Background: an optimization exercise with open tools, aiming at small area, a short achievable clock period and few clock cycles per item. Do not read the settings as production practice. In this exercise RTL edits were held to simulation tests only and were not proved equivalent to the original.

==> flow/design.v (outline; a module is shown in full before it is edited, if it fits) <==
// module joint_angle_cosine: 8744 lines
module joint_angle_cosine (
    input  logic                         i_clk,
    input  logic                         i_rst_n,
    input  logic                         i_pt_valid,
    output logic                         o_pt_ready,
    input  logic signed [COORD_BITS-1:0] i_end1_x,
    input  logic signed [COORD_BITS-1:0] i_end1_y,
    input  logic signed [COORD_BITS-1:0] i_end1_z,
    input  logic signed [COORD_BITS-1:0] i_vertex_x,
    input  logic signed [COORD_BITS-1:0] i_vertex_y,
    input  logic signed [COORD_BITS-1:0] i_vertex_z,
    input  logic signed [COORD_BITS-1:0] i_end2_x,
    input  logic signed [COORD_BITS-1:0] i_end2_y,
    input  logic signed [COORD_BITS-1:0] i_end2_z,
    output logic                         o_cos_valid,
    input  logic                         i_cos_ready,
    output logic signed [COS_BITS-1:0]   o_cos_cosine_q14,
    output logic                         o_cos_degenerate
);
  // ...
==> flow/run.sh <==
#!/bin/bash
# synth_recipe.tcl (not shown) runs the flow's synth.tcl, then flattens the netlist and writes it again
# the make line also repeats each setting of config.mk as NAME=value (left out here)
make -C /OpenROAD-flow-scripts/flow DESIGN_CONFIG=/design/flow/config.mk WORK_HOME=/design/flow/orfs CLKGATE_MAP_FILE= SYNTH_SCRIPT=/design/flow/synth_recipe.tcl finish
==> flow/config.mk <==
export PLATFORM = sky130hd
export DESIGN_NAME = joint_angle_cosine
export DESIGN_NICKNAME = joint_angle_cosine
export VERILOG_FILES = /design/flow/design.v
export SDC_FILE = /design/flow/constraint.sdc
export NUM_CORES = 4
export LEC_CHECK = 0
export CAP_MARGIN = 20
export CORE_MARGIN = 2
export CORE_UTILIZATION = 55
export CTS_BUF_LIST = sky130_fd_sc_hd__clkbuf_8
export CTS_CLUSTER_SIZE = 30
export SETUP_SLACK_MARGIN = 3.3
export SLEW_MARGIN = 20
==> flow/constraint.sdc <==
create_clock -name core_clock -period 7.0 [get_ports {i_clk}]
set_input_delay 1.4000 -clock core_clock [delete_from_list [all_inputs] [get_ports {i_clk}]]
set_output_delay 1.4000 -clock core_clock [all_outputs]
set_load 0.01 [all_outputs]
==> impl_results.md, run 1 <==
* Number of synthesized flops with an enable pin at 544
* Design Area, Final at 0.2225 mm^2
* Slowest-stage cell, CP: fa_2
* Grt ovf at 0
* Fraction of area in registers at 36.06%
* Met2 wire length at 227.0 mm
* Outcome: no timing/DRC/antenna violations
* Origin of the critical flop-to-flop path: r_m0_s14[3]
* Top Registers: r_mem x527, r_dr0_s4 x36
* Gr busiest metal: met2
* Crit-path cells: fa_2, ha_4, a211oi_4, nor2_2, o31a_1, and4_1, or4_4, o211ai_1, nand2b_1, a31o_4, a311oi_4, o221ai_1, a21o_1
* Hold_buf cts at 0
* Top routing layer used: met5
* Number of global-route vias before repair at 129400
* Mapped cell area at 0.1977 mm^2
* Hold_ws at 0.2356 ns
* Critical path launch point type: register
* Data buffer area share at 2.294%
* Initial DRT Pass Iterations at 6
* Most common cell after layout, fill and taps aside: dfxtp_1
* Reg2reg setup slack at 3.21 ns
* Clock skew at 0.1073 ns
* CP Data Arrival Time at 4.89 ns
* Initial core utilization at 55.16%
* Crit path kind: register to register
* Hold WC Path Type: register to register
* Syn nets at 21350
* Clk_buf instances at 743
Testbench counts, summed over its fixed seeds: cycles 4,124, items 4,000.
==> inputs of run 2 (changes only) <==
--- a/flow/config.mk
+++ b/flow/config.mk
@@ -10,4 +10,2 @@
 export CORE_UTILIZATION = 55
-export CTS_BUF_LIST = sky130_fd_sc_hd__clkbuf_8
-export CTS_CLUSTER_SIZE = 30
 export SETUP_SLACK_MARGIN = 3.3
==> run 2 against run 1 <==
Effect of this change:
- core utilization is 0.076 points higher
- cell count decreased by 1.6%
- still clean
- non-clock buffer count down 16
- sequential share of layout area fell by 0.056 points
- register-to-register slack about the same
- global-route usage shrank 0.13 points
- wire length shrank 0.57%
- critical path type unchanged
==> impl_results.md, run 2 <==
* Outcome: no timing/DRC/antenna violations (unchanged)
* Max reg flops at 527 (unchanged)
* Fin crit share at 54.24% (was 54.07%)
* Area Overhead vs Synth at 12.69% (was 12.55%)
* Rel. slew slack at 21.88% (was 20.02%)
* Synthesis-stage register bit count at 3722 (unchanged)
* Initial DRT Pass Iterations at 7 (was 6)
* Worst path max stage delay at 0.60 ns (about the same)
* Grt ovf at 0 (unchanged)
* Crit-path cells: fa_2, ha_4, a211oi_4, nor2_2, o31a_1, and4_1, or4_4, o211ai_1, nand2b_1, a31o_4, a311oi_4, o221ai_1, a21o_1 (unchanged)
* CTS root buf: clkbuf_16 (was clkbuf_8)
* CP Data Arrival Time at 4.66 ns (was 4.89 ns)
* Largest Register: r_mem (unchanged)
* Simple logic cell fraction of the synthesized area at 9.058% (unchanged)
* Hold WC Path Type: register to register (unchanged)
* Area of all sequential standard cells at 0.08021 mm^2 (was 0.08023 mm^2)
* Synth Area in Compound Gates at 8.075% (unchanged)
* Critical path launch point type: register (unchanged)
* Synth warn at 1 (unchanged)
* Nets at 21910 (was 22150)
* # setup viols final at 0 (unchanged)
* Initial core utilization at 55.16% (unchanged)
* Critical Path RT at 7.86 ns (was 8.11 ns)
* Die W at 603.5 um (unchanged)
* Largest net degree at the start of global routing at 150 (unchanged)
* Clock skew at 0.06732 ns (was 0.1073 ns)
* Syn nets at 21350 (unchanged)
* Synth area leader: dfxtp_1 (unchanged)
* Avg WL per Cell at 19.66 um (was 19.45 um)
* Adder-Cell Fraction of Synth Area at 25.90% (unchanged)
* Number of global-route vias before repair at 127000 (was 129400)
* Commonest cells in the netlist: dfxtp_1, inv_1, fa_1 (unchanged)
* H-tree depth reported by CTS at 5 (was 6)
* Area of the multi-input gates at 0.1076 mm^2 (about the same)
* Residual DRC at 0 (unchanged)
* Post-DP HPWL at 349.5 mm (unchanged)
* Clock sink count at 3722 (unchanged)
* Num rows at 220 (unchanged)
* DRT iter0 DRCs at 6679 (was 6525)
* Final max-slew violation count at 0 (unchanged)
* Core area at 0.3584 mm^2 (unchanged)
* Clock tree buffer depth at 4 (unchanged)
* Placed cells at 22860 (unchanged)
* Mapped Cells at 18120 (unchanged)
* Top-count cell post-synth: dfxtp_1 (unchanged)
* Final wirelength at 467.6 mm (was 470.3 mm)
* Multiplexer share of the synthesized area at 2.206% (unchanged)
* Mapped cell area at 0.1977 mm^2 (unchanged)
* Layout Cells excl Fill at 23790 (was 24170)
* Post-synth ARST share at 0% (unchanged)
* Top cell type's share of synthesized area at 32.18% (unchanged)
* Placer congestion estimate at 0.9016 (unchanged)
* Syn Area/Cell at 10.91 um^2 (unchanged)
* Number of synthesized flops with an enable pin at 544 (unchanged)
* Fill count at 29610 (was 29890)
* Final Util at 62.16% (was 62.08%)
* CP top delay family: compound AO/OA/AOI/OAI gates (unchanged)
* Worst-path clk slew at 0.06 ns (about the same)
* All-Layer GR Usage at 25.84% (was 25.97%)
* Main synth FF type: dfxtp_1 (unchanged)
* Die boundary height at 603.5 um (unchanged)
* Setup TNS at 0 ns (unchanged)
* Vias at 122600 (was 123700)
* Top cells by area, synth: dfxtp_1, fa_1, ha_1 (unchanged)
* Main combinational cell family by area after synthesis: adder cells (unchanged)
* Layout cells sized above 1 at 8.635% (was 9.879%)
* Most common cell after layout, fill and taps aside: dfxtp_1 (unchanged)
* RSZ-0062 raised after global routing: true (unchanged)
* Netlist cell types at 90 (unchanged)
* Critical path capture point type: register (unchanged)
* CP Buf/Inv Count at 0 (unchanged)
* Slowest-stage cell, CP: fa_2 (unchanged)
* Most frequent cells in the layout: dfxtp_1, inv_1, fa_1 (unchanged)
* Slew @ Worst Pin at 1.172 ns (was 1.200 ns)
* First-pass GRT wire length at 728.8 mm (was 733.4 mm)
* Min cycle time layout at 3.797 ns (was 3.785 ns)
* Num CTS Buffers at 390 (was 615)
* Full die area at 0.3642 mm^2 (unchanged)
* Seq/Total Area, Yosys at 40.45% (unchanged)
* Top Registers: r_mem x527, r_dr0_s4 x36 (unchanged)
* Initial antenna violation count at 8 (unchanged)
* Final hold viol count at 0 (unchanged)
* IO Pins at 167 (unchanged)
* Vias/cell at 5.156 (was 5.118)
* Remaining antenna violation count at 0 (unchanged)
* CP max FO at 3 (unchanged)
* Max-capacitance violation count at 0 (unchanged)
* Worst skew pair latency at 0.96 ns (was 1.21 ns)
* IO Port Bufs at 166 (unchanged)
* Fmax at 263.4 MHz (was 264.2 MHz)
* Post-Synth XOR/XNOR Area at 8.272% (unchanged)
* Crit path kind: register to register (unchanged)
* CTS tree: yes (unchanged)
==> run 2: cell counts after synthesis <==
No cell type changed its count.
==> run 2: worst reg2reg max path, cell delays in order (launching register included) <==
cell and delay [ns]:
dfxtp_2 0.32, fa_2 0.60, ha_4 0.22, a211oi_4 0.22
nor2_2 0.06, o31a_1 0.27, and4_1 0.22, or4_4 0.51
o211ai_1 0.20, nand2b_1 0.13, a31o_4 0.29, a311oi_4 0.34
o221ai_1 0.15, a21o_1 0.17
==> run 2: per-stage QoR <==
stage	area [um^2]	hold WS, ns	setup WS, ns
after CTS	220500	0.2705	3.161
after floorplan	197900	0.3096	3.300
after global routing	222700	0.2756	3.079
after detailed placement	205600	0.3121	2.413
final	222800	0.2763	3.203
after global placement	205600	0.3095	2.356
==> run 2: final cells by class <==
| cell class | instances | area share, % |
|---|---|---|
| Antenna cell | 9 | 0.01011 |
| Clock buffer | 523 | 4.997 |
| Inverter | 2786 | 4.697 |
| Tap cell | 4773 | 2.681 |
| Sequential cell | 3722 | 36.01 |
| Multi-Input combinational cell | 11220 | 48.29 |
| Timing Repair Buffer | 555 | 2.221 |
| Clock inverter | 199 | 1.103 |
==> run 2: path summary, 6_finish.rpt <==
check	startpoint	endpoint	slack, ns	depth (start not counted)
setup / recovery	r_m0_s14[3]	r_den_s15[33]	3.20	13
hold / removal	r_mag_s9[26]	r_mag_s10[26]	0.28	0
setup reg to reg	r_m0_s14[3]	r_den_s15[33]	3.20	13
hold reg to reg	r_mag_s9[26]	r_mag_s10[26]	0.28	0
==> run 2: cell families (layout without fill, tap and decap cells) <==
| logic type | count (synthesis) | after routing |
|---|---|---|
| multiplexers | 244 | 244 |
| buffers and inverters | 3178 | 4063 |
| AND/OR/NAND/NOR | 3479 | 3479 |
| XOR/XNOR | 1867 | 1867 |
| adder cells (fa/ha/maj) | 3085 | 3085 |
| other | 0 | 9 |
| flip-flops | 3722 | 3722 |
| AO/OA/AOI/OAI | 2543 | 2543 |
==> run 2: timing repair <==
action / CTS / global route
hold buffers: 0 / 0
endpoints found under the setup margin: 270 / 207
endpoints found under the hold margin: 0 / 0
setup buffers: 65 / 120
pin swaps: 65 / 132
gates cloned: 1 / 5
resized for setup: 221 / 251
==> run 2: layer usage <==
layer	global-route usage (%)	vias up	share of wire (%)
met3	3.200	872	4.6
met5	0	-	0.0047
met4	9.963	4	4.4
met1	32.86	59780	43
met2	44.89	2657	48
li1	-	59330	-

## separate check: timing with driven ports
The flow's constraints put no driver on any port. The routed layouts listed below were extracted and timed again, unchanged, in two steps. Step 1 sets driving cells, clkbuf_16 on the clock port and buf_2 on the other inputs (assumed; they add their load-dependent delay and slew). Step 2 times the ports against the registers' clock, not the clock port: input delays grow and output delays shrink by t, the midpoint of the rising clock arrivals with the driver on. Three values: ideal, step 1, step 2; two values: the first two.
run	t, ns	setup WS [ns]	worst hold slack (ns)	latest minus earliest clock arrival (ns)	worst data-port slew with drivers (ns)
run 1	1.264	3.215 / 3.215 / 2.433	0.236 / 0.236 / 0.236	0.113 / 0.113	0.05
run 2	1.055	3.203 / 3.203 / 2.585	0.276 / 0.276 / 0.276	0.101 / 0.102	0.05
After both steps every run listed still meets setup and hold. The setup slack of run 1, which loses most, moves by 0.000 ns with the drivers and by -0.782 ns with both steps.
